Source: an optimization exercise on an open RTL-to-GDS flow (aim: small area). Production flows keep margins and buffers that such runs may drop. Where RTL was checked, it was by simulation tests only, not by an equivalence proof against the original. The RTL of run 2 was laid out without a check of its function. Power figures rest on the tool's default switching activity, not on a simulated workload.

$ cat flow/run.sh
#!/bin/bash
# Standard layout, with its own clock-tree options and one extra step
# between synthesis and floorplan: every
# combinational cell that synthesis upsized goes back to its smallest drive
# strength (flow/downsize.py); the standard timing and design repair of the
# later steps upsizes or buffers again wherever it is needed.
set -euo pipefail
here=$(pwd)
bash standard.sh synth > "$here/synth.log" 2>&1
results=$(ls -d "$here"/orfs/results/*/objetoNotas/base)
platform_dir="$FLOW_HOME/platforms/$FLOW_PLATFORM"
python3 flow/downsize.py "$results/1_2_yosys.v" "$platform_dir/lib/sky130_fd_sc_hd__tt_025C_1v80.lib" > "$here/downsize.log" 2>&1
# Clock tree: larger sink clusters on clkbuf_8 and no dummy loads (the
# standard flow's H-tree balancing adds dozens of them)
export CTS_ARGS="-sink_clustering_enable -repair_clock_nets -sink_clustering_size 15 -sink_clustering_max_diameter 80 -buf_list sky130_fd_sc_hd__clkbuf_8 -dont_use_dummy_load"
bash standard.sh > "$here/layout.log" 2>&1
$ cat flow/downsize.py
#!/usr/bin/env python3
"""Swap every combinational cell in a netlist for the smallest cell of the same
function (same base name, another drive strength) that the platform allows.
Flip-flops, buffers and inverters are left alone; timing repair later in the
flow upsizes again wherever timing or slew needs it."""
import re, sys

netlist, lib = sys.argv[1], sys.argv[2]
# the platform's dont-use cells: low-power and probe cells
dont_use = ["sky130_fd_sc_hd__lpflow_*", "sky130_fd_sc_hd__probe*"]
area = {}
for chunk in re.split(r'\n\s*cell\s*\(', open(lib).read())[1:]:
    name = re.match(r'\s*"?(\w+)"?\s*\)', chunk)
    a = re.search(r'\n\s*area\s*:\s*([\d.]+)', chunk)
    if name and a:
        area[name.group(1)] = float(a.group(1))
banned = set()
for pat in dont_use:
    rx = re.compile('^' + pat.replace('*', '.*') + '$')
    banned |= {c for c in area if rx.match(c)}
keep = re.compile(r'sky130_fd_sc_hd__(df|edf|sdf|dl|buf|clkbuf|inv|clkinv|bufinv|conb|tap|fill|decap|diode|dly|clkdly)')
best = {}
for c in area:
    if c in banned or keep.match(c):
        continue
    m = re.match(r'(sky130_fd_sc_hd__\w+?)_(\d+)$', c)
    if not m:
        continue
    base = m.group(1)
    key = (area[c], -int(m.group(2)))
    if base not in best or key < best[base][0]:
        best[base] = (key, c)
text = open(netlist).read()
count = 0
def swap(m):
    global count
    cell = m.group(0)
    b = re.match(r'(sky130_fd_sc_hd__\w+?)_(\d+)$', cell)
    if not b or keep.match(cell) or b.group(1) not in best:
        return cell
    new = best[b.group(1)][1]
    if new != cell:
        count += 1
    return new
text = re.sub(r'\bsky130_fd_sc_hd__\w+_\d+\b', swap, text)
open(netlist, 'w').write(text)
print(f"downsize: {count} cells swapped")
$ cat standard.sh
#!/bin/bash
# synth_recipe.tcl (not shown) runs the flow's synth.tcl, then flattens the netlist and writes it again
# the make line also repeats each setting of config.mk as NAME=value (left out here)
make -C /OpenROAD-flow-scripts/flow DESIGN_CONFIG=/design/flow/config.mk WORK_HOME=/design/flow/orfs CLKGATE_MAP_FILE= SYNTH_SCRIPT=/design/flow/synth_recipe.tcl "${@:-finish}"
$ cat config.mk
export PLATFORM = sky130hd
export DESIGN_NAME = objetoNotas
export DESIGN_NICKNAME = objetoNotas
export VERILOG_FILES = /design/flow/design.v
export SDC_FILE = /design/flow/constraint.sdc
export NUM_CORES = 4
export LEC_CHECK = 0
export CAP_MARGIN = 20
export CORE_MARGIN = 2
export CORE_UTILIZATION = 40
export GPL_TIMING_DRIVEN = 0
export SLEW_MARGIN = 20
export SYNTH_HIERARCHICAL = 1
$ cat constraint.sdc
create_clock -name core_clock -period 5.0 [get_ports {clk}]
set_input_delay 1.0000 -clock core_clock [delete_from_list [all_inputs] [get_ports {clk}]]
set_output_delay 1.0000 -clock core_clock [all_outputs]
set_load 0.01 [all_outputs]
$ cat design.v
`timescale 1ns/1ps
`default_nettype none
package notePkg;
	typedef logic [9:0] noteCoord;
	typedef logic [7:0] pixelXCoord;
	typedef logic [6:0] pixelYCoord;
	typedef logic [5:0] noteNumber;
	typedef logic [2:0] pixelColor;
	localparam int noteSpacing = 10;
	localparam int noteWidth = 2;
	localparam int noteHeight = 2;
	localparam pixelColor noteColor = 3'b011;
	localparam pixelColor backgroundColor = 3'b000;
endpackage
`default_nettype wire
`timescale 1ns/1ps
`default_nettype none
module noteHold
(
	input wire logic stored,
	input wire logic write,
	input wire logic hold,
	input wire logic flipData,
	output logic next
);
	assign next = !((stored || write) && (hold || flipData));
endmodule
`default_nettype wire
`timescale 1ns/1ps
`default_nettype none
module hitZeros3
(
	input wire logic [2:0] stored,
	input wire logic [2:0] must0,
	output logic ok
);
	assign ok = !((stored[0] && must0[0]) || (stored[1] && must0[1]) || (stored[2] && must0[2]));
endmodule
module hitZeros2
(
	input wire logic [1:0] stored,
	input wire logic [1:0] must0,
	output logic ok
);
	assign ok = !((stored[0] && must0[0]) || (stored[1] && must0[1]));
endmodule
module hitOnes2Chain
(
	input wire logic [1:0] stored,
	input wire logic [1:0] mustNot1,
	input wire logic okIn,
	output logic bad
);
	assign bad = !((stored[0] || mustNot1[0]) && (stored[1] || mustNot1[1]) && okIn);
endmodule
module hitOnes2
(
	input wire logic [1:0] stored,
	input wire logic [1:0] mustNot1,
	output logic bad
);
	assign bad = !((stored[0] || mustNot1[0]) && (stored[1] || mustNot1[1]));
endmodule
module hitOnes1
(
	input wire logic stored,
	input wire logic mustNot1,
	output logic ok
);
	assign ok = stored || mustNot1;
endmodule
module hitNone4
(
	input wire logic [3:0] bad,
	output logic ok
);
	assign ok = !(|bad);
endmodule
module hitBoth
(
	input wire logic okA,
	input wire logic okB,
	output logic miss
);
	assign miss = !(okA && okB);
endmodule
module noteMatch
(
	input wire logic [16:0] stored,
	input wire logic [16:0] must0,
	input wire logic [16:0] mustNot1,
	output logic miss
);
	logic [2:0] yZerosOk;
	logic [3:0] yBad;
	logic yOk;
	logic [2:0] xZerosOk;
	logic [3:0] xBad;
	logic xOk;
	logic lastOk;
	hitZeros3 yZeros0 (.stored(stored[11:9]), .must0(must0[11:9]), .ok(yZerosOk[0]));
	hitZeros3 yZeros1 (.stored(stored[14:12]), .must0(must0[14:12]), .ok(yZerosOk[1]));
	hitZeros2 yZeros2 (.stored(stored[16:15]), .must0(must0[16:15]), .ok(yZerosOk[2]));
	hitOnes2Chain yOnes0 (.stored(stored[10:9]), .mustNot1(mustNot1[10:9]), .okIn(yZerosOk[0]), .bad(yBad[0]));
	hitOnes2Chain yOnes1 (.stored(stored[12:11]), .mustNot1(mustNot1[12:11]), .okIn(yZerosOk[1]), .bad(yBad[1]));
	hitOnes2Chain yOnes2 (.stored(stored[14:13]), .mustNot1(mustNot1[14:13]), .okIn(yZerosOk[2]), .bad(yBad[2]));
	hitOnes2 yOnes3 (.stored(stored[16:15]), .mustNot1(mustNot1[16:15]), .bad(yBad[3]));
	hitNone4 yAll (.bad(yBad), .ok(yOk));
	hitZeros3 xZeros0 (.stored(stored[2:0]), .must0(must0[2:0]), .ok(xZerosOk[0]));
	hitZeros3 xZeros1 (.stored(stored[5:3]), .must0(must0[5:3]), .ok(xZerosOk[1]));
	hitZeros3 xZeros2 (.stored(stored[8:6]), .must0(must0[8:6]), .ok(xZerosOk[2]));
	hitOnes2Chain xOnes0 (.stored(stored[1:0]), .mustNot1(mustNot1[1:0]), .okIn(xZerosOk[0]), .bad(xBad[0]));
	hitOnes2Chain xOnes1 (.stored(stored[3:2]), .mustNot1(mustNot1[3:2]), .okIn(xZerosOk[1]), .bad(xBad[1]));
	hitOnes2Chain xOnes2 (.stored(stored[5:4]), .mustNot1(mustNot1[5:4]), .okIn(xZerosOk[2]), .bad(xBad[2]));
	hitOnes2Chain xOnes3 (.stored(stored[7:6]), .mustNot1(mustNot1[7:6]), .okIn(yOk), .bad(xBad[3]));
	hitOnes1 xOnes4 (.stored(stored[8]), .mustNot1(mustNot1[8]), .ok(lastOk));
	hitNone4 xAll (.bad(xBad), .ok(xOk));
	hitBoth both (.okA(xOk), .okB(lastOk), .miss(miss));
endmodule
`default_nettype wire
`timescale 1ns/1ps
`default_nettype none
module objetoNotas
(
	input wire logic clk,
	input wire logic reset,
	input wire logic [5:0] numeroNota,
	input wire logic [9:0] posicionYNotaCancion1,
	input wire logic cuente,
	input wire logic movimientoIzquierda,
	input wire logic movimientoDerecha,
	input wire logic [7:0] x,
	input wire logic [6:0] y,
	output logic [2:0] color,
	output logic notaActiva
);
	localparam int noteCount = 23;
	localparam logic [7:0] emptyCode = 8'h81;
	function automatic logic [8:0] add9(input logic [8:0] a, input logic [8:0] b);
		logic carry;
		carry = 1'b0;
		for (int i = 0; i < 9; i++)
		begin
			add9[i] = a[i] ^ b[i] ^ carry;
			carry = (a[i] && b[i]) || (carry && (a[i] ^ b[i]));
		end
	endfunction
	logic [8:0] scrollPhase;
	logic phase;
	logic [noteCount-1:0][16:0] noteStore;
	logic hit;
	logic [noteCount-1:0] writeSlot;
	logic [8:0] slotHalfX;
	logic [8:0] loadHalfX;
	logic [6:0] loadY;
	logic [2:0] loadYThermo;
	logic [7:0] loadYCode;
	logic [16:0] writeData;
	for (genvar i = 0; i < noteCount; i++)
	begin : decode
		assign writeSlot[i] = reset || (cuente && (numeroNota == 6'(i + 1)));
	end
	assign slotHalfX = 9'(numeroNota) + {1'b0, numeroNota, 2'b00};
	assign loadHalfX = scrollPhase + slotHalfX;
	assign loadY = posicionYNotaCancion1[6:0];
	assign loadYThermo = {loadY[1:0] == 2'd3, loadY[1], loadY[1:0] != 2'd0};
	assign loadYCode = {loadY[6:2] ^ (loadY[6:2] >> 1), loadYThermo ^ {3{loadY[2]}}};
	assign writeData[8:0] = loadHalfX ^ (loadHalfX >> 1);
	assign writeData[16:9] = (reset || (posicionYNotaCancion1[9:7] != 3'd0)) ? emptyCode : loadYCode;
	logic [noteCount-1:0] holdSlot;
	logic [noteCount-1:0][16:0] noteNext;
	for (genvar i = 0; i < noteCount; i++)
	begin : slot
		assign holdSlot[i] = !writeSlot[i];
		for (genvar b = 0; b < 17; b++)
		begin : bits
			noteHold hold (
				.stored(noteStore[i][b]),
				.write(writeSlot[i]),
				.hold(holdSlot[i]),
				.flipData(writeData[b] ^ phase),
				.next(noteNext[i][b])
			);
		end
		always_ff @(posedge clk)
		begin
			noteStore[i] <= noteNext[i];
		end
	end
	always_ff @(posedge clk)
	begin
		phase <= !phase;
	end
	logic scrollRight;
	assign scrollRight = !movimientoIzquierda;
	always_ff @(posedge clk)
	begin
		if (!cuente && (movimientoIzquierda || movimientoDerecha))
		begin
			scrollPhase <= add9(scrollPhase, {{6{scrollRight}}, !scrollRight, scrollRight, 1'b1});
		end
	end
	logic [8:0] queryHalfX;
	logic twoColumns;
	logic [8:0] xGray;
	logic [8:0] xLowest;
	logic [8:0] xFree;
	logic [4:0] row;
	logic [4:0] rowGray;
	logic [4:0] rowLowest;
	logic [4:0] rowFree;
	logic [1:0] yLow;
	logic [2:0] lowFree;
	logic [16:0] must1;
	logic [16:0] must0;
	logic [noteCount-1:0] noteMiss;
	assign queryHalfX = scrollPhase + 9'(x[7:1]);
	assign twoColumns = !x[0] && (x[7:1] != 7'd0);
	assign xGray = queryHalfX ^ (queryHalfX >> 1);
	for (genvar b = 0; b < 8; b++)
	begin : xLow
		assign xLowest[b] = queryHalfX[b] && (queryHalfX[b:0] == 9'(1 << b));
	end
	assign xLowest[8] = (queryHalfX[7:0] == 8'd0);
	assign xFree = twoColumns ? xLowest : 9'd0;
	assign row = y[6:2];
	assign rowGray = row ^ (row >> 1);
	for (genvar b = 0; b < 5; b++)
	begin : rowLow
		assign rowLowest[b] = row[b] && (row[b:0] == 5'(1 << b));
	end
	assign rowFree = y[1] ? 5'd0 : rowLowest;
	assign yLow = y[1:0];
	always_comb
	begin
		case (yLow)
			2'd0: lowFree = 3'b100;
			2'd1: lowFree = 3'b001;
			2'd2: lowFree = 3'b011;
			default: lowFree = 3'b110;
		endcase
	end
	logic [16:0] cubeValue;
	logic [16:0] cubeFree;
	assign cubeValue = {rowGray, {3{y[2] ^ (yLow == 2'd3)}}, xGray} ^ {17{phase}};
	assign cubeFree = {rowFree, lowFree, xFree};
	assign must1 = (cubeValue & ~cubeFree) | {reset, 16'd0};
	assign must0 = (~cubeValue & ~cubeFree) | {reset, 16'd0};
	for (genvar i = 0; i < noteCount; i++)
	begin : test
		noteMatch match (
			.stored(noteStore[i]),
			.must0(must0),
			.mustNot1(~must1),
			.miss(noteMiss[i])
		);
	end
	always_ff @(posedge clk)
	begin
		hit <= !(&noteMiss);
	end
	assign notaActiva = hit;
	assign color = {1'b0, hit, hit};
endmodule
`default_nettype wire
==> metrics.yaml, run 1 <==
sta:
  finalSetupViolCount: 0
  fin_skew_ns: 0.09463
  timing.final.crit_share_pct: 96.80
  fin_crit_ns: 4.840
  whs_ns: 0.4748
  tns_ns: 0
  max_slew_margin_pct: 16.95
  tightest_slew_ns: 1.228
  fmax_mhz: 206.6
  hold_violations: 0
  finalMaxSlewViolations: 0
critical_path:
  cp_top_family: "simple AND/OR/NAND/NOR gates"
  path_class: "in -> reg"
  path_cells: "clkdlybuf4s50_1, ha_1, fa_1, xor2_1, inv_1, ha_1, and2_1, clkbuf_1, a21oi_1, mux2_4, a222oi_1, o221ai_1, nor4_1, nand2_1, nand4_1, nor4_2, nand2_1"
  critPathBufInv: 3
  crit_start: "x[1]"
  cp_max_fo: 23
  cp.depth: 17
  r2r_setup_slack_ns: 0.43
  worstSetupStartpointType: "input port"
  arrival_ns: 5.40
  endpoint_kind: "flip-flop"
  r2r_start: "scrollPhase[0]"
  crit_required_ns: 5.56
  crit_slowest_cell: "mux2_4"
  regToRegEndpoint: "hit"
  max_stage_delay_ns: 0.52
  critPathCapture: "hit"
  r2r_cells: 16
die:
  die_w_um: 207.2
  num_io_pins: 40
  start_util_pct: 40.45
  core-area_um2: 40830
  rows: 74
  dieArea_um2: 42930
  die_h_um: 207.2
finish:
  fillers: 3726
  nets: 1770
  drive_above_1_share_pct: 10.74
  design_area_um2: 19420
  diodes: 0
  post-route-util_pct: 47.57
  area_delta_synth_final_pct: 17.61
drt:
  antenna_left: 0
  drt_wl_total_mm: 61.97
  drt_iter0_drc: 2230
  viasPerCell: 7.174
  vias: 15911
  first_pass_iters: 7
  drc_errors: 0
  wl_per_cell_um: 27.94
power_and_ir_drop:
  switching_share_pct: 43.22
  clkPwrFrac_pct: 12.2
  power_mw: 12.79
  peakVddDrop_mv: 0.4355
  power_density_nw_per_um2: 658.5
  p_int_mw: 7.261
  power_switching_mw: 5.528
  p_leak_nw: 6.857
  seqPwrFrac_pct: 38.9
  combPwrFrac_pct: 48.9
clocking:
  htreeDepth: 1
  cts_buffer_depth: 3
  cts.sinks: 402
  clkLatencyLatePin_ns: 0.68
  cts-buffers-inserted: 30
  clkTransAtPathRegs_ns: 0.10
  cts_tree: "built"
  clockRootBuffer: "clkbuf_8"
placed_design:
  portBuffers: 38
  dpl.hpwl_mm: 40.08
  place_area_um2: 18820
  gp_congestion: 0.8193
global_routing:
  grt_max_degree: 24
  antenna_found_initial: 1
  grt_pass1_vias: 15255
  grt-ovfl-total: 0
  grt_usage_pct: 27.23
  grt_pass1_wl_mm: 91.75
min_path:
  min_path_type: "reg -> reg"
synth:
  ys_warn_count: 7
  syn_inst: 1563
  synth_nets: 1645
  mappedNetlistArea_um2: 16510
  syn_area_per_cell_um2: 10.57
status:
  status: "finished clean"
flow_run:
  cap_violations: 0
## cell usage in the layout, fill, tap and decap left out, types with 12 or more instances in the layout
cell type	instances
fa_1	13
inv_1	53
a21oi_1	12
or2_2	23
xnor2_2	15
nand2_1	45
clkdlybuf4s50_1	38
xor2_1	12
nor4_1	50
o221ai_1	161
ha_1	33
o22ai_1	415
nor2_1	13
a222oi_1	115
a21o_1	30
xnor2_1	22
buf_16	16
a22oi_1	23
dfxtp_1	393
buf_6	20
clkbuf_8	30
## final cells by class
class / instances / area (µm²) / area share [%]
inverters: 54 / 202.7 / 1.044
plain buffers: 14 / 67.56 / 0.3479
clock buffers: 30 / 412.9 / 2.126
flip-flops and latches: 402 / 8138 / 41.90
repair buffers: 90 / 1251 / 6.442
multi-input cells: 1096 / 8685 / 44.71
well taps: 532 / 665.6 / 3.427
## worst register-to-register path: stages (launching register included)
cell	delay, ns
edfxtp_1	0.54
ha_1	0.29
fa_1	0.42
xor2_1	0.45
inv_1	0.13
ha_1	0.20
and2_1	0.13
clkbuf_1	0.23
a21oi_1	0.38
mux2_4	0.52
a222oi_1	0.19
o221ai_1	0.12
nor4_1	0.09
nand2_1	0.10
nand4_1	0.24
nor4_2	0.40
nand2_1	0.10
## worst min-delay path by stage
stage,from,endpoint,cells past startpoint
after global placement,noteStore[280],noteStore[280],1
after CTS,noteStore[25],noteStore[25],1
after floorplan,noteStore[110],noteStore[110],1
after global routing,noteStore[195],noteStore[195],1
final,noteStore[365],noteStore[365],1
after detailed placement,noteStore[25],noteStore[25],1
## power by group through the flow
stage	Combinational (mW)	Clock, mW	Sequential [mW]
final	6.25	1.56	4.98
after global routing	6.52	1.70	5.10
after CTS	5.90	1.58	4.95
after detailed placement	5.88	0	5.02
after global placement	4.86	0	4.98
after floorplan	3.24	0	4.83
## repair_timing
item                                    CTS  global route
hold buffers                              0             0
pin swaps                                 0             1
gates resized for setup                   2            15
endpoints found under the setup margin    1             1
setup buffers                             0             5
gates cloned                              0             3
## layer usage
layer | routed length (µm) | up-vias | global-route usage, %
met1 | 24970 | 7771 | 35.41
li1 | - | 7058 | -
met4 | 2810 | 2 | 12.66
met3 | 5219 | 207 | 3.745
met2 | 28950 | 873 | 44.85
met5 | 11 | - | 0
## stage by stage
| stage | instances | worst slack (ns) |
|---|---|---|
| 5_1_grt | 2218 | -0.03302 |
| 3_3_place_gp | 2133 | -2.709 |
| 2_1_floorplan | 1563 | 0.4605 |
| 6_report | 2218 | 0.1598 |
| 4_1_cts | 2210 | 0.02902 |
| 3_5_place_dp | 2180 | -1.052 |
## sequential cells by signal, indices dropped and copies added (netlist names)
register	flops
scrollPhase	9
noteStore	391
hit	1
phase	1
==> run 2, diff against run 1 <==
--- a/design.v
+++ b/design.v
@@ -12,6 +12,69 @@
 	localparam pixelColor noteColor = 3'b011;
 	localparam pixelColor backgroundColor = 3'b000;
 endpackage
+`default_nettype wire
+`timescale 1ns/1ps
+`default_nettype none
+module carryPg
+(
+	input wire logic a,
+	input wire logic b,
+	output logic g,
+	output logic p
+);
+	assign g = a && b;
+	assign p = a ^ b;
+endmodule
+module carryMerge
+(
+	input wire logic gHigh,
+	input wire logic pHigh,
+	input wire logic gLow,
+	input wire logic pLow,
+	output logic g,
+	output logic p
+);
+	assign g = gHigh || (pHigh && gLow);
+	assign p = pHigh && pLow;
+endmodule
+module carryMergeG
+(
+	input wire logic gHigh,
+	input wire logic pHigh,
+	input wire logic gLow,
+	output logic g
+);
+	assign g = gHigh || (pHigh && gLow);
+endmodule
+module queryAdder
+(
+	input wire logic [8:0] a,
+	input wire logic [6:0] b,
+	output logic [8:0] sum
+);
+	logic [6:0] g;
+	logic [6:0] p;
+	logic [7:1] carry;
+	logic g32, p32, g54, p54, g64, p64;
+	for (genvar i = 0; i < 7; i++)
+	begin : bits
+		carryPg pg (.a(a[i]), .b(b[i]), .g(g[i]), .p(p[i]));
+	end
+	assign carry[1] = g[0];
+	carryMergeG m10 (.gHigh(g[1]), .pHigh(p[1]), .gLow(g[0]), .g(carry[2]));
+	carryMerge m32 (.gHigh(g[3]), .pHigh(p[3]), .gLow(g[2]), .pLow(p[2]), .g(g32), .p(p32));
+	carryMerge m54 (.gHigh(g[5]), .pHigh(p[5]), .gLow(g[4]), .pLow(p[4]), .g(g54), .p(p54));
+	carryMergeG m20 (.gHigh(g[2]), .pHigh(p[2]), .gLow(carry[2]), .g(carry[3]));
+	carryMergeG m30 (.gHigh(g32), .pHigh(p32), .gLow(carry[2]), .g(carry[4]));
+	carryMerge m64 (.gHigh(g[6]), .pHigh(p[6]), .gLow(g54), .pLow(p54), .g(g64), .p(p64));
+	carryMergeG m40 (.gHigh(g[4]), .pHigh(p[4]), .gLow(carry[4]), .g(carry[5]));
+	carryMergeG m50 (.gHigh(g54), .pHigh(p54), .gLow(carry[4]), .g(carry[6]));
+	carryMergeG m60 (.gHigh(g64), .pHigh(p64), .gLow(carry[4]), .g(carry[7]));
+	assign sum[0] = p[0];
+	assign sum[6:1] = p[6:1] ^ carry[6:1];
+	assign sum[7] = a[7] ^ carry[7];
+	assign sum[8] = a[8] ^ (a[7] && carry[7]);
+endmodule
 `default_nettype wire
 `timescale 1ns/1ps
 `default_nettype none
@@ -201,6 +264,8 @@
 		end
 	end
 	logic [8:0] queryHalfX;
+	logic [8:0] scrollPhaseLess;
+	logic [8:0] queryHalfXLess;
 	logic twoColumns;
 	logic [8:0] xGray;
 	logic [8:0] xLowest;
@@ -214,14 +279,12 @@
 	logic [16:0] must1;
 	logic [16:0] must0;
 	logic [noteCount-1:0] noteMiss;
-	assign queryHalfX = scrollPhase + 9'(x[7:1]);
+	assign scrollPhaseLess = scrollPhase - 9'd1;
+	queryAdder addQuery (.a(scrollPhase), .b(x[7:1]), .sum(queryHalfX));
+	queryAdder addQueryLess (.a(scrollPhaseLess), .b(x[7:1]), .sum(queryHalfXLess));
 	assign twoColumns = !x[0] && (x[7:1] != 7'd0);
 	assign xGray = queryHalfX ^ (queryHalfX >> 1);
-	for (genvar b = 0; b < 8; b++)
-	begin : xLow
-		assign xLowest[b] = queryHalfX[b] && (queryHalfX[b:0] == 9'(1 << b));
-	end
-	assign xLowest[8] = (queryHalfX[7:0] == 8'd0);
+	assign xLowest = {queryHalfX[8] ^ queryHalfXLess[8], queryHalfX[7:0] & ~queryHalfXLess[7:0]};
 	assign xFree = twoColumns ? xLowest : 9'd0;
 	assign row = y[6:2];
 	assign rowGray = row ^ (row >> 1);
==> run 2 against run 1 <==
Against the previous run:
- now fails the layout checks on setup timing
- core utilization decreased by 0.31 points
- wire length shrank 1.8%
- sequential cell count is the same
- setup slack lost 0.27 ns
- combinational power decreased by 8.3%
- sequential share of layout area up 0.087 points
- clock power hardly changed
- hold slack got worse by 0.0017 ns
- critical endpoint unchanged
- largest cell class unchanged
==> metrics.yaml, run 2 <==
finish:
  diodes: 0  # unchanged
  top_register: "noteStore"
  reg_top3: "noteStore x391, scrollPhase x9"
  final_cell_mix: "o22ai_1 (414), dfxtp_1 (393), o221ai_1 (161)"
  area_delta_synth_final_pct: 16.25
  layout_commonest_cell: "o22ai_1"
  drive_above_1_share_pct: 9.976  # -0.76 points
  nets: 1769  # -0.056%
  largest_register_ffs: 391  # unchanged
clocking:
  cts-buffers-inserted: 30  # unchanged
  clkTransAtPathRegs_ns: 0.10  # about the same
  htreeDepth: 1  # unchanged
  clkLatencyLatePin_ns: 0.64  # -0.04 ns
  holdBufCountCts: 0  # unchanged
  cts_buffer_depth: 3  # unchanged
  clockRootBuffer: "clkbuf_8"
  cts_tree: "built"
  cts.sinks: 402  # unchanged
synth:
  synth_nets: 1649  # +0.24%
  mappedNetlistArea_um2: 16670  # +0.95%
  syn_inst: 1566  # +0.19%
  syn_area_per_cell_um2: 10.65  # +0.76%
  ys_warn_count: 7  # unchanged
power_and_ir_drop:
  power_mw: 12.28  # -4.0%
  power_density_nw_per_um2: 633.4  # -3.8%
  p_leak_nw: 7.008  # +2.2%
  peakVddDrop_mv: 0.4671  # +7.3%
status:
  status: "failed layout checks"
  so.violations: "setup timing"
sta:
  setup_slack_ns: -0.1128  # -0.2727 ns
  finalSetupViolCount: 1  # +1
  tightest_slew_ns: 1.235  # +0.006404 ns
  finalMaxSlewViolations: 0  # unchanged
  hold_violations: 0  # unchanged
  max_slew_margin_pct: 17.68  # +0.73 points
  fin_crit_ns: 5.113  # +0.2727 ns
  timing.final.crit_share_pct: 102.3  # +5.5 points
  fin_skew_ns: 0.04772  # -0.04691 ns
  fmax_mhz: 195.6  # -5.3%
placed_design:
  portBuffers: 37  # -2.6%
  dpl.hpwl_mm: 40.28  # +0.51%
  dp_slack_ns: -0.5741  # +0.4784 ns
  gp_congestion: 0.8633  # +5.4%
critical_path:
  max_stage_delay_ns: 0.78  # +0.26 ns
  critPathBufInv: 2  # -1
  cp_max_fo: 23  # unchanged
  crit_required_ns: 5.53  # -0.03 ns
  path_cells: "clkdlybuf4s50_1, inv_1, ha_1, nor2b_1, a21boi_1, a211o_1, a22oi_1, o221ai_1, nor4_1, o221ai_1, nor4_1, nand2_1, nand4_1, nor4_1, nand2_1"
  cp_top_family: "simple AND/OR/NAND/NOR gates"
  path_class: "in -> reg"
  worstSetupStartpointType: "input port"
  crit_slowest_cell: "a211o_1"
  endpoint_kind: "flip-flop"
  arrival_ns: 5.64  # +0.24 ns
  crit_path_frequent_cell: "nor4_1"
global_routing:
  grt-ovfl-total: 0  # unchanged
  grt_pass1_wl_mm: 92.21  # +0.50%
  grt_usage_pct: 27.04  # -0.19 points
  grt_max_degree: 24  # unchanged
  grt_pass1_vias: 15633  # +2.5%
  antenna_found_initial: 0  # -1
min_path:
  min_path_type: "reg -> reg"
die:
  dieArea_um2: 43330  # +0.94%
  core-area_um2: 41020  # +0.45%
  num_io_pins: 40  # unchanged
  rows: 74  # unchanged
  die_w_um: 208.2  # +0.47%
  die_h_um: 208.2  # +0.47%
  start_util_pct: 40.65  # +0.20 points
drt:
  wl_per_cell_um: 27.46  # -1.7%
  vias: 15875  # -0.23%
  drt_iter0_drc: 2271  # +1.8%
  drc_errors: 0  # unchanged
  antenna_left: 0  # unchanged
  first_pass_iters: 10  # +3
  viasPerCell: 7.164  # -0.14%
  drt_wl_total_mm: 60.84  # -1.8%
flow_run:
  cap_violations: 0  # unchanged
## run 2: report_power, final
part,internal [mW],switching (mW)
sequential,4.24,0.746
combinational,2.32,3.41
clock,0.535,1.03
total,7.09,5.19
## run 2: final timing paths
| path | from | end | slack [ns] | cells after the start |
|---|---|---|---|---|
| worst min register to register | noteStore[365] | noteStore[365] | 0.47 | 1 |
| worst min-delay path | noteStore[365] | noteStore[365] | 0.47 | 1 |
| worst max register to register | scrollPhase[0] | hit | 0.35 | 20 |
| worst max-delay path | y[2] | hit | -0.11 | 15 |
## run 2: per-layer routing
layer  vias up  wire, µm  track usage [%]
met5         -         0                0
met4         0      2179            10.74
met3       172      5424            3.909
met2       870     27880            44.20
met1      7818     25360            36.07
li1       7015         -                -
## run 2: area by class of cell
cell class	count	area (µm²)
flip-flops and latches	402	8138
inverters	52	195.2
plain buffers	14	82.58
clock buffers	30	412.9
multi-input cells	1098	8661
fillers	3763	21630
repair buffers	88	1227
well taps	532	665.6
## run 2: what timing repair did
action,4_1_cts,5_1_grt
buffers inserted,0,2
endpoints found under the setup margin,0,1
hold endpoints to repair,0,0
resized for setup,0,3
## run 2: metrics by stage
stage          area, µm²  std cells  util, %   TNS, ns  hold WS, ns
2_1_floorplan      16670       1566        -         0       0.4361
3_3_place_gp       17710       2135    43.17   -178.90       0.4469
3_5_place_dp       18900       2183    46.07   -0.5741       0.4539
4_1_cts            19310       2213    47.08         0       0.4679
5_1_grt            19380       2216    47.25  -0.03347       0.4864
6_report           19380       2216    47.25   -0.1128       0.4731
==> run 3, diff against run 2 <==
--- a/design.v
+++ b/design.v
@@ -139,13 +139,12 @@
 );
 	assign ok = !(|bad);
 endmodule
-module hitBoth
+module hitAll3
 (
-	input wire logic okA,
-	input wire logic okB,
+	input wire logic [2:0] ok,
 	output logic miss
 );
-	assign miss = !(okA && okB);
+	assign miss = !(&ok);
 endmodule
 module noteMatch
 (
@@ -175,10 +174,10 @@
 	hitOnes2Chain xOnes0 (.stored(stored[1:0]), .mustNot1(mustNot1[1:0]), .okIn(xZerosOk[0]), .bad(xBad[0]));
 	hitOnes2Chain xOnes1 (.stored(stored[3:2]), .mustNot1(mustNot1[3:2]), .okIn(xZerosOk[1]), .bad(xBad[1]));
 	hitOnes2Chain xOnes2 (.stored(stored[5:4]), .mustNot1(mustNot1[5:4]), .okIn(xZerosOk[2]), .bad(xBad[2]));
-	hitOnes2Chain xOnes3 (.stored(stored[7:6]), .mustNot1(mustNot1[7:6]), .okIn(yOk), .bad(xBad[3]));
+	hitOnes2 xOnes3 (.stored(stored[7:6]), .mustNot1(mustNot1[7:6]), .bad(xBad[3]));
 	hitOnes1 xOnes4 (.stored(stored[8]), .mustNot1(mustNot1[8]), .ok(lastOk));
 	hitNone4 xAll (.bad(xBad), .ok(xOk));
-	hitBoth both (.okA(xOk), .okB(lastOk), .miss(miss));
+	hitAll3 all (.ok({yOk, xOk, lastOk}), .miss(miss));
 endmodule
 `default_nettype wire
 `timescale 1ns/1ps
@@ -227,9 +226,13 @@
 	assign loadHalfX = scrollPhase + slotHalfX;
 	assign loadY = posicionYNotaCancion1[6:0];
 	assign loadYThermo = {loadY[1:0] == 2'd3, loadY[1], loadY[1:0] != 2'd0};
-	assign loadYCode = {loadY[6:2] ^ (loadY[6:2] >> 1), loadYThermo ^ {3{loadY[2]}}};
-	assign writeData[8:0] = loadHalfX ^ (loadHalfX >> 1);
-	assign writeData[16:9] = (reset || (posicionYNotaCancion1[9:7] != 3'd0)) ? emptyCode : loadYCode;
+	logic [4:0] loadRow;
+	logic [8:0] loadHalfXFlip;
+	assign loadRow = loadY[6:2] ^ {phase, 1'b0, phase, 1'b0, phase};
+	assign loadYCode = {loadRow ^ (loadRow >> 1), loadYThermo ^ {3{loadY[2] ^ phase}}};
+	assign loadHalfXFlip = loadHalfX ^ {phase, 1'b0, phase, 1'b0, phase, 1'b0, phase, 1'b0, phase};
+	assign writeData[8:0] = loadHalfXFlip ^ (loadHalfXFlip >> 1);
+	assign writeData[16:9] = (reset || (posicionYNotaCancion1[9:7] != 3'd0)) ? (emptyCode ^ {8{phase}}) : loadYCode;
 	logic [noteCount-1:0] holdSlot;
 	logic [noteCount-1:0][16:0] noteNext;
 	for (genvar i = 0; i < noteCount; i++)
@@ -241,7 +244,7 @@
 				.stored(noteStore[i][b]),
 				.write(writeSlot[i]),
 				.hold(holdSlot[i]),
-				.flipData(writeData[b] ^ phase),
+				.flipData(writeData[b]),
 				.next(noteNext[i][b])
 			);
 		end
@@ -267,10 +270,12 @@
 	logic [8:0] scrollPhaseLess;
 	logic [8:0] queryHalfXLess;
 	logic twoColumns;
+	logic [8:0] queryHalfXFlip;
 	logic [8:0] xGray;
 	logic [8:0] xLowest;
 	logic [8:0] xFree;
 	logic [4:0] row;
+	logic [4:0] rowFlip;
 	logic [4:0] rowGray;
 	logic [4:0] rowLowest;
 	logic [4:0] rowFree;
@@ -283,11 +288,13 @@
 	queryAdder addQuery (.a(scrollPhase), .b(x[7:1]), .sum(queryHalfX));
 	queryAdder addQueryLess (.a(scrollPhaseLess), .b(x[7:1]), .sum(queryHalfXLess));
 	assign twoColumns = !x[0] && (x[7:1] != 7'd0);
-	assign xGray = queryHalfX ^ (queryHalfX >> 1);
+	assign queryHalfXFlip = queryHalfX ^ {phase, 1'b0, phase, 1'b0, phase, 1'b0, phase, 1'b0, phase};
+	assign xGray = queryHalfXFlip ^ (queryHalfXFlip >> 1);
 	assign xLowest = {queryHalfX[8] ^ queryHalfXLess[8], queryHalfX[7:0] & ~queryHalfXLess[7:0]};
 	assign xFree = twoColumns ? xLowest : 9'd0;
 	assign row = y[6:2];
-	assign rowGray = row ^ (row >> 1);
+	assign rowFlip = row ^ {phase, 1'b0, phase, 1'b0, phase};
+	assign rowGray = rowFlip ^ (rowFlip >> 1);
 	for (genvar b = 0; b < 5; b++)
 	begin : rowLow
 		assign rowLowest[b] = row[b] && (row[b:0] == 5'(1 << b));
@@ -305,7 +312,7 @@
 	end
 	logic [16:0] cubeValue;
 	logic [16:0] cubeFree;
-	assign cubeValue = {rowGray, {3{y[2] ^ (yLow == 2'd3)}}, xGray} ^ {17{phase}};
+	assign cubeValue = {rowGray, {3{y[2] ^ (yLow == 2'd3) ^ phase}}, xGray};
 	assign cubeFree = {rowFree, lowFree, xFree};
 	assign must1 = (cubeValue & ~cubeFree) | {reset, 16'd0};
 	assign must0 = (~cubeValue & ~cubeFree) | {reset, 16'd0};
--- a/flow/downsize.py
+++ b/flow/downsize.py
@@ -1,10 +1,13 @@
 #!/usr/bin/env python3
-"""Swap every combinational cell in a netlist for the smallest cell of the same
-function (same base name, another drive strength) that the platform allows.
-Flip-flops, buffers and inverters are left alone; timing repair later in the
-flow upsizes again wherever timing or slew needs it."""
+"""Swap combinational cells in a netlist for the smallest cell of the same
+function (same base name, another drive strength) that the platform allows,
+where the cell drives at most MAX_FANOUT pins. Flip-flops, buffers and
+inverters are left alone, and so are cells that drive more pins, which
+synthesis sized for their load; timing repair later in the flow upsizes
+again wherever timing or slew needs it."""
 import re, sys
 
+MAX_FANOUT = 3
 netlist, lib = sys.argv[1], sys.argv[2]
 # the platform's dont-use cells: low-power and probe cells
 dont_use = ["sky130_fd_sc_hd__lpflow_*", "sky130_fd_sc_hd__probe*"]
@@ -30,18 +33,32 @@
     key = (area[c], -int(m.group(2)))
     if base not in best or key < best[base][0]:
         best[base] = (key, c)
+
 text = open(netlist).read()
+inst_rx = re.compile(r'^(\s*)(sky130_fd_sc_hd__\w+)(\s+\S+\s*\()(.*?)\);', re.M | re.S)
+conn_rx = re.compile(r'\.(\w+)\(([^()]*)\)')
+outputs = {'X', 'Y', 'Q', 'Q_N', 'COUT', 'SUM', 'HI', 'LO'}
+loads = {}
+for m in inst_rx.finditer(text):
+    for pin, net in conn_rx.findall(m.group(4)):
+        if pin not in outputs:
+            net = net.strip()
+            loads[net] = loads.get(net, 0) + 1
 count = 0
 def swap(m):
     global count
-    cell = m.group(0)
+    cell = m.group(2)
     b = re.match(r'(sky130_fd_sc_hd__\w+?)_(\d+)$', cell)
     if not b or keep.match(cell) or b.group(1) not in best:
-        return cell
+        return m.group(0)
+    fanout = max([loads.get(net.strip(), 0) for pin, net in conn_rx.findall(m.group(4)) if pin in outputs] or [0])
+    if fanout > MAX_FANOUT:
+        return m.group(0)
     new = best[b.group(1)][1]
-    if new != cell:
-        count += 1
-    return new
-text = re.sub(r'\bsky130_fd_sc_hd__\w+_\d+\b', swap, text)
+    if new == cell:
+        return m.group(0)
+    count += 1
+    return m.group(1) + new + m.group(3) + m.group(4) + ');'
+text = inst_rx.sub(swap, text)
 open(netlist, 'w').write(text)
 print(f"downsize: {count} cells swapped")
==> run 3 against run 2 <==
Against the previous run:
- the run now finishes clean
- clock power hardly changed
- area after synthesis is 0.37% lower
- setup slack better by 0.29 ns
==> metrics.yaml, run 3 <==
status:
  status: "finished clean"
die:
  rows: 74  # unchanged
  core-area_um2: 40920  # -0.23%
  dieArea_um2: 43170  # -0.36%
  die_h_um: 207.8  # -0.18%
  die_w_um: 207.8  # -0.18%
  num_io_pins: 40  # unchanged
  start_util_pct: 40.59  # -0.058 points
synth:
  syn_area_per_cell_um2: 10.67  # +0.21%
  synth_nets: 1636  # -0.79%
  syn_inst: 1557  # -0.57%
  ys_warn_count: 7  # unchanged
  mappedNetlistArea_um2: 16610  # -0.37%
finish:
  nets: 1753  # -0.90%
  largest_register_ffs: 391  # unchanged
  reg_top3: "noteStore x391, scrollPhase x9"
  top_register: "noteStore"
  regArea_um2: 8138  # unchanged
  fillers: 3774  # +0.29%
  final_cell_mix: "o22ai_1 (437), dfxtp_1 (393), o221ai_1 (138)"
  post-route-util_pct: 46.72  # -0.53 points
  multiInputGateArea_um2: 8531  # -1.5%
  area_delta_synth_final_pct: 15.11
  drive_above_1_share_pct: 9.749  # -0.23 points
  layout_commonest_cell: "o22ai_1"
global_routing:
  grt_usage_pct: 27.25  # +0.21 points
  grt_pass1_wl_mm: 92.20  # about the same
  antenna_found_initial: 2  # +2
  grt-ovfl-total: 0  # unchanged
  grt_max_degree: 24  # unchanged
  grt_pass1_vias: 15393  # -1.5%
drt:
  drt_iter0_drc: 2276  # +0.22%
  viasPerCell: 7.287  # +1.7%
  drt_wl_total_mm: 61.85  # +1.7%
  wl_per_cell_um: 28.05  # +2.2%
  drc_errors: 0  # unchanged
  first_pass_iters: 10  # unchanged
  vias: 16068  # +1.2%
  antenna_left: 0  # unchanged
min_path:
  hold_path_depth: 1  # unchanged
  min_path_type: "reg -> reg"
sta:
  tns_ns: 0  # +0.1128 ns
  timing.final.crit_share_pct: 96.50  # -5.8 points
  finalSetupViolCount: 0  # -1
  finalMaxSlewViolations: 0  # unchanged
  fin_crit_ns: 4.825  # -0.2877 ns
  max_slew_margin_pct: 27.57  # +9.9 points
  hold_violations: 0  # unchanged
  rsz0062_at_grt: "false"
  fmax_mhz: 207.3  # +6.0%
  fin_skew_ns: 0.08284  # +0.03512 ns
  setup_slack_ns: 0.1749  # +0.2877 ns
  tightest_slew_ns: 1.076  # -0.1584 ns
critical_path:
  cp_max_fo: 23  # unchanged
  r2r_cells: 18  # -10%
  path_class: "reg -> reg"
  arrival_ns: 5.43  # -0.21 ns
  crit_required_ns: 5.60  # +0.07 ns
  endpoint_kind: "flip-flop"
  worstSetupStartpointType: "flip-flop"
  r2r_setup_slack_ns: 0.17  # -0.18 ns
clocking:
  postCtsSetupBuffers: 0  # unchanged
  clockRootBuffer: "clkbuf_8"
  cts_tree: "built"
  cts_resized: 0  # unchanged
  clkTransAtPathRegs_ns: 0.10  # about the same
  htreeDepth: 1  # unchanged
  clkLatencyLatePin_ns: 0.68  # +0.04 ns
  cts-buffers-inserted: 31  # +3.3%
  cts_buffer_depth: 3  # unchanged
  cts.sinks: 402  # unchanged
  holdBufCountCts: 0  # unchanged
power_and_ir_drop:
  power_switching_mw: 5.235  # +0.88%
  switching_share_pct: 42.29  # about the same
  p_leak_nw: 6.913  # -1.4%
  combPwrFrac_pct: 46.9  # +0.2 points
  power_density_nw_per_um2: 647.4  # +2.2%
  seqPwrFrac_pct: 40.3  # -0.3 points
  power_mw: 12.38  # +0.83%
  clkPwrFrac_pct: 12.8  # about the same
  peakVddDrop_mv: 0.3631  # -22%
  p_int_mw: 7.143  # +0.80%
flow_run:
  cap_violations: 0  # unchanged
placed_design:
  gp_congestion: 0.8529  # -1.2%
  dp_slack_ns: -0.3286  # +0.2455 ns
  dpl.hpwl_mm: 40.63  # +0.87%
  portBuffers: 36  # -2.7%
run 3: metrics by stage:
| step | cell area (µm²) | hold WS, ns | cells |
|---|---|---|---|
| global placement | 17640 | 0.4484 | 2125 |
| global route | 19120 | 0.4841 | 2204 |
| floorplan | 16610 | 0.4361 | 1557 |
| CTS | 19110 | 0.4668 | 2204 |
| finish | 19120 | 0.4687 | 2205 |
| detailed placement | 18680 | 0.4523 | 2173 |
run 3: power groups by stage:
stage / clock [mW] / combinational [mW] / sequential (mW)
finish: 1.58 / 5.81 / 4.98
CTS: 1.62 / 5.64 / 4.95
floorplan: 0 / 3.31 / 4.84
detailed placement: 0 / 5.63 / 5.02
global route: 1.73 / 6.08 / 5.10
global placement: 0 / 4.87 / 4.99
run 3: area by class of cell:
type                            instances  share of cell area, %
Antenna cell                            1                0.01309
Buffer                                 14                 0.4384
Timing Repair Buffer                   84                  5.719
Sequential cell                       402                  42.56
Multi-Input combinational cell       1093                  44.61
Tap cell                              532                  3.481
Clock buffer                           31                  2.231
Inverter                               48                 0.9423
run 3: worst max-delay path, stage by stage (launching register included):
cell	delay, ns
edfxtp_1	0.55
inv_1	0.16
ha_1	0.28
xor2_1	0.15
ha_1	0.34
and2_1	0.15
a21o_1	0.22
a21o_1	0.19
ha_1	0.19
xor2_1	0.18
o21a_1	0.24
mux2_2	0.55
a222oi_1	0.39
o221ai_1	0.18
nor4_1	0.49
nand3_1	0.19
nand4_1	0.11
nor2_1	0.08
nand2_1	0.17
run 3: worst paths after layout:
kind,start,to
max,scrollPhase[0],hit
min,noteStore[382],noteStore[382]
max reg2reg,scrollPhase[0],hit
min reg2reg,noteStore[382],noteStore[382]
run 3: per-layer routing:
metal / GRT usage, % / up-vias / wire [µm] / part of all wire (%)
li1: - / 7026 / - / -
met1: 36.78 / 7788 / 25460 / 41
met3: 4.629 / 237 / 6071 / 9.8
met2: 42.39 / 1017 / 27460 / 44
met5: 0 / - / 0 / 0
met4: 13.03 / 0 / 2852 / 4.6
==> run 4, diff against run 3 <==
--- a/flow/run.sh
+++ b/flow/run.sh
@@ -13,4 +13,7 @@
 # Clock tree: larger sink clusters on clkbuf_8 and no dummy loads (the
 # standard flow's H-tree balancing adds dozens of them)
 export CTS_ARGS="-sink_clustering_enable -repair_clock_nets -sink_clustering_size 15 -sink_clustering_max_diameter 80 -buf_list sky130_fd_sc_hd__clkbuf_8 -dont_use_dummy_load"
+# Port buffers: every input and output still gets one, as in the standard
+# flow, but a plain buf_2 rather than the delay cell the flow picks by itself
+export BUFFER_PORTS_ARGS="-buffer_cell sky130_fd_sc_hd__buf_2"
 bash standard.sh > "$here/layout.log" 2>&1
--- a/config.mk
+++ b/config.mk
@@ -7,7 +7,7 @@
 export LEC_CHECK = 0
 export CAP_MARGIN = 20
 export CORE_MARGIN = 2
-export CORE_UTILIZATION = 40
+export CORE_UTILIZATION = 55
 export GPL_TIMING_DRIVEN = 0
 export SLEW_MARGIN = 20
 export SYNTH_HIERARCHICAL = 1
==> run 4 against run 3 <==
Against the previous run:
- global-route usage up 12 points
- critical path type unchanged
- clock-buffer cell count down 1
- sequential share of layout area up 0.38 points
- combinational power up 11%
- via count up 1.1%
- core utilization up 17 points
- clock power down 3%
- still clean
- sequential power about the same
- total power up 4.8%
- wire length up 3.8%
- synthesized cell count unchanged
==> metrics.yaml, run 4 <==
synth:
  syn_inst: 1557  # unchanged
  ys_warn_count: 7  # unchanged
  synth_nets: 1636  # unchanged
  syn_area_per_cell_um2: 10.67  # unchanged
  mappedNetlistArea_um2: 16610  # unchanged
critical_path:
  crit_path_frequent_cell: "ha_1"
  arrival_ns: 5.27  # -0.16 ns
  path_cells: "inv_1, ha_1, xor2_1, ha_1, and2_1, a21o_1, a21o_1, ha_1, xor2_1, a21oi_1, mux2_4, a222oi_1, o221ai_1, nor4_1, nand3_1, nand4_1, nor4_1, nand2_1"
  worstSetupStartpointType: "flip-flop"
  cp_max_fo: 23  # unchanged
  r2r_start: "scrollPhase[0]"
  cp_top_family: "simple AND/OR/NAND/NOR gates"
  path_class: "reg -> reg"
  crit_start: "scrollPhase[0]"
  crit_slowest_cell: "mux2_4"
  crit_required_ns: 5.53  # -0.07 ns
  endpoint_kind: "flip-flop"
  max_stage_delay_ns: 0.55  # about the same
  critPathBufInv: 1  # unchanged
sta:
  fin_crit_ns: 4.741  # -0.08436 ns
  finalMaxSlewViolations: 0  # unchanged
  tightest_slew_ns: 1.003  # -0.07387 ns
  finalSetupViolCount: 0  # unchanged
  whs_ns: 0.4701  # +0.001392 ns
  fmax_mhz: 210.9  # +1.8%
  tns_ns: 0  # unchanged
  rsz0062_at_grt: "false"
  setup_slack_ns: 0.2593  # +0.08436 ns
  timing.final.crit_share_pct: 94.81  # -1.7 points
  hold_violations: 0  # unchanged
  fin_skew_ns: 0.09114  # +0.008306 ns
  max_slew_margin_pct: 33.16  # +5.6 points
drt:
  drt_iter0_drc: 2510  # +10%
  viasPerCell: 7.844  # +7.6%
  drc_errors: 0  # unchanged
  drt_wl_total_mm: 64.22  # +3.8%
  antenna_left: 0  # unchanged
  wl_per_cell_um: 31.01  # +11%
  vias: 16244  # +1.1%
  first_pass_iters: 9  # -1
clocking:
  htreeDepth: 1  # unchanged
  holdBufCountCts: 0  # unchanged
  cts-buffers-inserted: 30  # -3.2%
  clkLatencyLatePin_ns: 0.67  # about the same
  cts_buffer_depth: 3  # unchanged
  cts_tree: "built"
  clkTransAtPathRegs_ns: 0.10  # about the same
  cts.sinks: 402  # unchanged
  clockRootBuffer: "clkbuf_8"
min_path:
  min_path_type: "reg -> reg"
  hold_start: "noteStore[161]"
placed_design:
  place_area_um2: 18530  # -0.82%
  placedCellCount: 2040  # -6.1%
  dpl.hpwl_mm: 41.04  # +1.0%
  dp_slack_ns: -0.1753  # +0.1533 ns
  gp_congestion: 0.8683  # +1.8%
  portBuffers: 36  # unchanged
power_and_ir_drop:
  peakVddDrop_mv: 0.4677  # +29%
  power_mw: 12.97  # +4.8%
  power_density_nw_per_um2: 684.7  # +5.8%
  p_leak_nw: 7.005  # +1.3%
die:
  die_h_um: 177.8  # -14%
  num_io_pins: 40  # unchanged
  die_w_um: 177.8  # -14%
  start_util_pct: 55.90  # +15 points
  dieArea_um2: 31610  # -27%
  rows: 63  # -15%
  core-area_um2: 29720  # -27%
finish:
  drive_above_1_share_pct: 12.38  # +2.6 points
  fillers: 2449  # -35%
  design_area_um2: 18950  # -0.90%
  post-route-util_pct: 63.77  # +17 points
  final_cell_mix: "o22ai_1 (437), dfxtp_1 (393), o221ai_1 (138)"
  instances_no_fill: 2071  # -6.1%
  largest_register_ffs: 391  # unchanged
  top_register: "noteStore"
  nets: 1761  # +0.46%
  reg_top3: "noteStore x391, scrollPhase x9"
  layout_commonest_cell: "o22ai_1"
  area_delta_synth_final_pct: 14.08
global_routing:
  grt_usage_pct: 39.66  # +12 points
  grt_max_degree: 24  # unchanged
  grt-ovfl-total: 0  # unchanged
  grt_pass1_wl_mm: 93.46  # +1.4%
  antenna_found_initial: 0  # -2
  grt_pass1_vias: 15351  # -0.27%
status:
  status: "finished clean"
flow_run:
  cap_violations: 0  # unchanged
==> run 4: what timing repair did <==
item	4_1_cts	5_1_grt
buffers inserted	0	0
resized for setup	0	1
endpoints found under the setup margin	0	1
==> run 4: cell type report <==
cell class	instances	area, µm²	share of cell area, %
inverter	48	180.2	0.9508
buffer	14	83.83	0.4424
timing repair buffer	93	1104	5.824
multi-input combinational	1093	8541	45.07
tap	390	488.0	2.575
sequential	402	8138	42.94
antenna	1	2.502	0.01321
clock buffer	30	412.9	2.179
==> run 4: final timing paths <==
kind	slack (ns)	endpoint	depth (start not counted)
worst max register to register	0.26	hit	18
worst max-delay path	0.26	hit	18
worst min-delay path	0.47	noteStore[161]	1
worst min register to register	0.47	noteStore[161]	1
==> run 4: power breakdown <==
part	total [mW]	switching (mW)	leakage, nW	internal [mW]
sequential	4.98	0.748	3.40	4.23
combinational	6.45	3.94	3.39	2.51
clock	1.54	1.01	0.216	0.534
==> run 4: per-layer routing <==
layer	up-vias	part of all wire [%]	global-route usage, %
li1	7023	-	-
met1	7850	39	51.37
met2	1103	44	60.90
met3	268	12	10.39
met4	0	5.3	20.42
met5	-	0	0
==> run 5, diff against run 4 <==
--- a/config.mk
+++ b/config.mk
@@ -7,7 +7,7 @@
 export LEC_CHECK = 0
 export CAP_MARGIN = 20
 export CORE_MARGIN = 2
-export CORE_UTILIZATION = 55
+export CORE_UTILIZATION = 40
 export GPL_TIMING_DRIVEN = 0
 export SLEW_MARGIN = 20
 export SYNTH_HIERARCHICAL = 1
==> run 5 against run 4 <==
Against the previous run:
- combinational power decreased by 12%
- total power is 5.6% lower
- critical endpoint unchanged
- hold slack got worse by 0.0012 ns
- still clean on timing, DRC and antenna
- final cell count up 6.4%
- clock-buffer cell count up 1
==> metrics.yaml, run 5 <==
synth:
  mappedNetlistArea_um2: 16610  # unchanged
  synth_nets: 1636  # unchanged
  syn_inst: 1557  # unchanged
  syn_area_per_cell_um2: 10.67  # unchanged
  ys_warn_count: 7  # unchanged
placed_design:
  place_area_um2: 18450  # -0.44%
  gp_congestion: 0.8529  # -1.8%
  portBuffers: 36  # unchanged
  dpl.hpwl_mm: 40.78  # -0.65%
finish:
  drive_above_1_share_pct: 11.84  # -0.54 points
  fillers: 3884  # +59%
  final_cell_mix: "o22ai_1 (437), dfxtp_1 (393), o221ai_1 (138)"
  nets: 1753  # -0.45%
  diodes: 0  # -1
  design_area_um2: 18880  # -0.35%
  largest_register_ffs: 391  # unchanged
  reg_top3: "noteStore x391, scrollPhase x9"
  top_register: "noteStore"
  layout_commonest_cell: "o22ai_1"
  area_delta_synth_final_pct: 13.68
sta:
  tightest_slew_ns: 1.290  # +0.2871 ns
  timing.final.crit_share_pct: 95.88  # +1.1 points
  finalSetupViolCount: 0  # unchanged
  rsz0062_at_grt: "false"
  tns_ns: 0  # unchanged
  whs_ns: 0.4689  # -0.001172 ns
  fin_skew_ns: 0.03462  # -0.05652 ns
  hold_violations: 0  # unchanged
  finalMaxSlewViolations: 0  # unchanged
  fin_crit_ns: 4.794  # +0.05316 ns
  fmax_mhz: 208.6  # -1.1%
  max_slew_margin_pct: 13.81  # -19 points
clocking:
  cts_tree: "built"
  cts-buffers-inserted: 31  # +3.3%
  clkTransAtPathRegs_ns: 0.10  # about the same
  cts.sinks: 402  # unchanged
  htreeDepth: 1  # unchanged
  clkLatencyLatePin_ns: 0.66  # about the same
  postCtsSetupBuffers: 0  # unchanged
  holdBufCountCts: 0  # unchanged
  clockRootBuffer: "clkbuf_8"
  cts_buffer_depth: 3  # unchanged
  cts_resized: 0  # unchanged
critical_path:
  crit_required_ns: 5.59  # +0.06 ns
  arrival_ns: 5.38  # +0.11 ns
  max_stage_delay_ns: 0.58  # +0.03 ns
  endpoint_kind: "flip-flop"
  regToRegEndpoint: "hit"
  path_cells: "inv_1, ha_1, xor2_1, ha_1, and2_1, a21o_1, a21o_1, ha_1, xor2_1, o21a_1, mux2_2, a222oi_1, o221ai_1, nor4_1, nand3_1, nand4_1, nor4_1, nand2_1"
  r2r_cells: 18  # unchanged
  crit_path_frequent_cell: "ha_1"
  r2r_start: "scrollPhase[0]"
  critPathBufInv: 1  # unchanged
  crit_slowest_cell: "edfxtp_1"
  path_class: "reg -> reg"
  r2r_setup_slack_ns: 0.21  # -0.05 ns
  cp_top_family: "compound AO/OA/AOI/OAI gates"
  worstSetupStartpointType: "flip-flop"
  cp_max_fo: 23  # unchanged
min_path:
  hold_path_depth: 1  # unchanged
  hold_start: "noteStore[365]"
  min_to: "noteStore[365]"
  min_path_type: "reg -> reg"
flow_run:
  cap_violations: 0  # unchanged
drt:
  first_pass_iters: 9  # unchanged
  drt_iter0_drc: 2033  # -19%
  wl_per_cell_um: 27.31  # -12%
  drc_errors: 0  # unchanged
  drt_wl_total_mm: 60.19  # -6.3%
  viasPerCell: 7.178  # -8.5%
  antenna_left: 0  # unchanged
  vias: 15820  # -2.6%
die:
  core-area_um2: 40920  # +38%
  dieArea_um2: 43170  # +37%
  start_util_pct: 40.59  # -15 points
  num_io_pins: 40  # unchanged
  rows: 74  # +17%
  die_w_um: 207.8  # +17%
  die_h_um: 207.8  # +17%
global_routing:
  grt_max_degree: 24  # unchanged
  grt_usage_pct: 26.88  # -13 points
  grt-ovfl-total: 0  # unchanged
  grt_pass1_vias: 15404  # +0.35%
  grt_pass1_wl_mm: 91.78  # -1.8%
  antenna_found_initial: 1  # +1
power_and_ir_drop:
  peakVddDrop_mv: 0.3982  # -15%
  p_leak_nw: 6.900  # -1.5%
  power_density_nw_per_um2: 648.8  # -5.2%
status:
  status: "finished clean"
==> run 5: report_power, final <==
| part | switching (mW) | leakage, nW | total, mW | internal [mW] |
|---|---|---|---|---|
| clock | 1.05 | 0.223 | 1.60 | 0.551 |
| sequential | 0.754 | 3.40 | 4.99 | 4.23 |
| combinational | 3.36 | 3.28 | 5.66 | 2.30 |
==> run 5: per-layer routing <==
metal | GRT usage [%] | routed length [µm]
met1 | 35.91 | 25820
met2 | 43.84 | 27650
met3 | 4.297 | 4735
met4 | 9.905 | 1977
met5 | 0 | 0
==> run 5: stage by stage <==
step	std cells	total power, mW	worst slack, ns	util (%)
after CTS	2204	12.09	0.2135	46.12
after global placement	2125	9.779	-1.293	42.66
after global routing	2204	12.84	0.003355	46.14
after floorplan	1557	8.143	0.6539	-
after detailed placement	2173	10.54	-0.1120	45.08
final	2204	12.25	0.2061	46.14
==> run 5: final cells by class <==
| class | count | area (µm²) | share of cell area (%) |
|---|---|---|---|
| multi-input cells | 1093 | 8528 | 45.16 |
| flip-flops and latches | 402 | 8138 | 43.10 |
| repair buffers | 84 | 860.8 | 4.559 |
| well taps | 532 | 665.6 | 3.525 |
| clock buffers | 31 | 426.7 | 2.259 |
| inverters | 48 | 180.2 | 0.9541 |
| plain buffers | 14 | 83.83 | 0.4439 |
==> run 5: worst max-delay path by stage <==
stage	start	end	slack, ns	cells after the start
global route	scrollPhase[0]	hit	0.003	19
detailed placement	x[2]	hit	-0.11	16
global placement	x[2]	hit	-1.29	15
CTS	scrollPhase[0]	hit	0.21	16
floorplan	x[2]	hit	0.65	14
finish	scrollPhase[0]	hit	0.21	18
==> run 6, diff against run 5 <==
--- a/flow/run.sh
+++ b/flow/run.sh
@@ -12,7 +12,7 @@
 python3 flow/downsize.py "$results/1_2_yosys.v" "$platform_dir/lib/sky130_fd_sc_hd__tt_025C_1v80.lib" > "$here/downsize.log" 2>&1
 # Clock tree: larger sink clusters on clkbuf_8 and no dummy loads (the
 # standard flow's H-tree balancing adds dozens of them)
-export CTS_ARGS="-sink_clustering_enable -repair_clock_nets -sink_clustering_size 15 -sink_clustering_max_diameter 80 -buf_list sky130_fd_sc_hd__clkbuf_8 -dont_use_dummy_load"
+export CTS_ARGS="-sink_clustering_enable -repair_clock_nets -sink_clustering_size 12 -sink_clustering_max_diameter 60 -buf_list {sky130_fd_sc_hd__clkbuf_4 sky130_fd_sc_hd__clkbuf_8} -dont_use_dummy_load"
 # Port buffers: every input and output still gets one, as in the standard
 # flow, but a plain buf_2 rather than the delay cell the flow picks by itself
 export BUFFER_PORTS_ARGS="-buffer_cell sky130_fd_sc_hd__buf_2"
==> run 6 against run 5 <==
Against the previous run:
- still clean on timing, DRC and antenna
- register-to-register slack gained 0.11 ns
- area after synthesis unchanged
- global-route usage increased by 0.30 points
- sequential cell count did not move
- critical path type unchanged
==> metrics.yaml, run 6 <==
placed_design:
  portBuffers: 36  # unchanged
  dpl.hpwl_mm: 40.78  # unchanged
  gp_congestion: 0.8529  # unchanged
  dp_slack_ns: -0.1120  # unchanged
  place_area_um2: 18450  # unchanged
finish:
  post-route-util_pct: 46.48  # +0.34 points
  design_area_um2: 19020  # +0.73%
  reg_top3: "noteStore x391, scrollPhase x9"
  diodes: 0  # unchanged
  regArea_um2: 8138  # unchanged
  fillers: 3874  # -0.26%
  drive_above_1_share_pct: 12.37  # +0.52 points
  layout_commonest_cell: "o22ai_1"
  top_register: "noteStore"
  area_delta_synth_final_pct: 14.51
  multiInputGateArea_um2: 8528  # unchanged
  nets: 1763  # +0.57%
  final_cell_mix: "o22ai_1 (437), dfxtp_1 (393), o221ai_1 (138)"
  largest_register_ffs: 391  # unchanged
sta:
  finalSetupViolCount: 0  # unchanged
  finalMaxSlewViolations: 0  # unchanged
  timing.final.crit_share_pct: 93.70  # -2.2 points
  fin_skew_ns: 0.07899  # +0.04436 ns
  rsz0062_at_grt: "false"
  setup_slack_ns: 0.3152  # +0.1091 ns
  fin_crit_ns: 4.685  # -0.1091 ns
  hold_violations: 0  # unchanged
  max_slew_margin_pct: 16.67  # +2.9 points
  fmax_mhz: 213.5  # +2.3%
  tightest_slew_ns: 1.247  # -0.04280 ns
die:
  num_io_pins: 40  # unchanged
  die_w_um: 207.8  # unchanged
  dieArea_um2: 43170  # unchanged
  start_util_pct: 40.59  # unchanged
  die_h_um: 207.8  # unchanged
  rows: 74  # unchanged
  core-area_um2: 40920  # unchanged
synth:
  syn_area_per_cell_um2: 10.67  # unchanged
  syn_inst: 1557  # unchanged
  mappedNetlistArea_um2: 16610  # unchanged
  synth_nets: 1636  # unchanged
  ys_warn_count: 7  # unchanged
power_and_ir_drop:
  power_switching_mw: 5.207  # +0.81%
  seqPwrFrac_pct: 40.0  # -0.7 points
  switching_share_pct: 41.74  # -0.42 points
  power_density_nw_per_um2: 655.9  # +1.1%
  combPwrFrac_pct: 45.4  # -0.8 points
  clkPwrFrac_pct: 14.6  # +1.5 points
  peakVddDrop_mv: 0.3997  # +0.37%
  p_int_mw: 7.268  # +2.6%
  p_leak_nw: 6.971  # +1.0%
clocking:
  clkTransAtPathRegs_ns: 0.08  # -0.02 ns
  clkLatencyLatePin_ns: 0.64  # -0.02 ns
  cts_resized: 0  # unchanged
  clockRootBuffer: "clkbuf_8"
  postCtsSetupBuffers: 0  # unchanged
  htreeDepth: 2  # +1
  holdBufCountCts: 0  # unchanged
  cts_tree: "built"
  cts_buffer_depth: 3  # unchanged
  cts.sinks: 402  # unchanged
  cts-buffers-inserted: 41  # +32%
critical_path:
  crit_path_frequent_cell: "ha_1"
  path_class: "reg -> reg"
  max_stage_delay_ns: 0.57  # about the same
  critPathBufInv: 1  # unchanged
  worstSetupStartpointType: "flip-flop"
  path_cells: "inv_1, ha_1, xor2_1, ha_1, and2_1, a21o_1, a21o_1, ha_1, xor2_1, o21a_1, mux2_2, a222oi_1, o221ai_1, nor4_1, nand3_1, nand4_1, nor4_1, nand2_1"
  cp_top_family: "compound AO/OA/AOI/OAI gates"
  endpoint_kind: "flip-flop"
  crit_required_ns: 5.56  # -0.03 ns
  arrival_ns: 5.25  # -0.13 ns
  cp_max_fo: 23  # unchanged
  crit_slowest_cell: "edfxtp_1"
drt:
  drt_iter0_drc: 1896  # -6.7%
  drt_wl_total_mm: 60.37  # +0.30%
  drc_errors: 0  # unchanged
  wl_per_cell_um: 27.27  # -0.16%
  antenna_left: 0  # unchanged
  first_pass_iters: 9  # unchanged
  vias: 15841  # +0.13%
  viasPerCell: 7.155  # -0.32%
global_routing:
  grt_max_degree: 24  # unchanged
  grt-ovfl-total: 0  # unchanged
  grt_pass1_wl_mm: 92.08  # +0.33%
  grt_pass1_vias: 15409  # +0.032%
  antenna_found_initial: 1  # unchanged
  grt_usage_pct: 27.18  # +0.30 points
status:
  status: "finished clean"
flow_run:
  cap_violations: 0  # unchanged
min_path:
  min_path_type: "reg -> reg"
-- run 6: worst reg2reg max path: cells and delay by family (launching register included) --
family	cells	cell delay, ns
simple gates	6	1.10
xor+xnor	2	0.34
buf+inv	1	0.16
flops	1	0.57
mux	1	0.54
fa+ha+maj	3	0.80
compound gates	5	1.18
-- run 6: worst paths after layout --
path,cells past startpoint,start,to,slack (ns)
max,18,scrollPhase[0],hit,0.32
min,1,noteStore[161],noteStore[161],0.47
max reg2reg,18,scrollPhase[0],hit,0.32
min reg2reg,1,noteStore[161],noteStore[161],0.47
-- run 6: routing by layer --
metal / vias to the layer above / GRT usage [%] / routed length (µm)
met4: 0 / 11.42 / 2208
li1: 7046 / - / -
met5: - / 0 / 0
met3: 161 / 4.554 / 4929
met1: 7829 / 36.10 / 25620
met2: 805 / 43.79 / 27610
-- run 6: through the flow --
step           hold WS [ns]  instances  power (mW)  setup TNS, ns
2_1_floorplan        0.4361       1557       8.143              0
3_3_place_gp         0.4510       2125       9.779         -66.99
3_5_place_dp         0.4530       2173       10.54        -0.1120
4_1_cts              0.4645       2214       12.33              0
5_1_grt              0.4804       2214       13.08              0
6_report             0.4679       2214       12.48              0
-- run 6: area by class of cell --
cell class | count | area share (%)
Inverter | 48 | 0.9472
Sequential cell | 402 | 42.78
Multi-Input combinational cell | 1093 | 44.84
Buffer | 14 | 0.4407
Timing Repair Buffer | 84 | 4.526
Tap cell | 532 | 3.500
Clock buffer | 41 | 2.967
-- run 6: power groups by stage --
stage / combinational, mW / sequential (mW) / clock, mW
after floorplan: 3.31 / 4.84 / 0
after global placement: 4.79 / 4.99 / 0
after detailed placement: 5.51 / 5.03 / 0
after CTS: 5.52 / 4.96 / 1.86
after global routing: 5.99 / 5.12 / 1.98
final: 5.66 / 4.99 / 1.83

==> static timing again, ports no longer ideal <==
No port has a modelled driver above. Below, the same layouts with a new extraction and two added sets of constraints. Step 1, drivers: a clkbuf_16 drives clk and a buf_2 each remaining input, both assumed. Step 2, shift: input delay + t, output delay - t, t = (earliest + latest rising clock arrival at the registers) / 2. This alone moves slack from input paths to output paths. a / b / c = ideal / step 1 / step 2; a / b = the first two.
run | t (ns) | slack for setup (ns) | worst slew at a driven data input, ns
run 1 | 0.679 | 0.160 / 0.184 / -0.495 | 0.04
run 2 | 0.664 | -0.113 / -0.094 / -0.758 | 0.04
run 3 | 0.695 | 0.175 / 0.175 / -0.412 | 0.10
run 4 | 0.676 | 0.259 / 0.259 / -0.260 | 0.07
run 5 | 0.693 | 0.206 / 0.206 / -0.020 | 0.08
run 6 | 0.650 | 0.315 / 0.315 / 0.030 | 0.10
Met with ideal ports but missed after step 2: setup timing in run 1, run 3, run 4 and run 5. The setup slack of run 1, which loses most, moves by +0.024 ns with the drivers and by -0.655 ns with both steps.
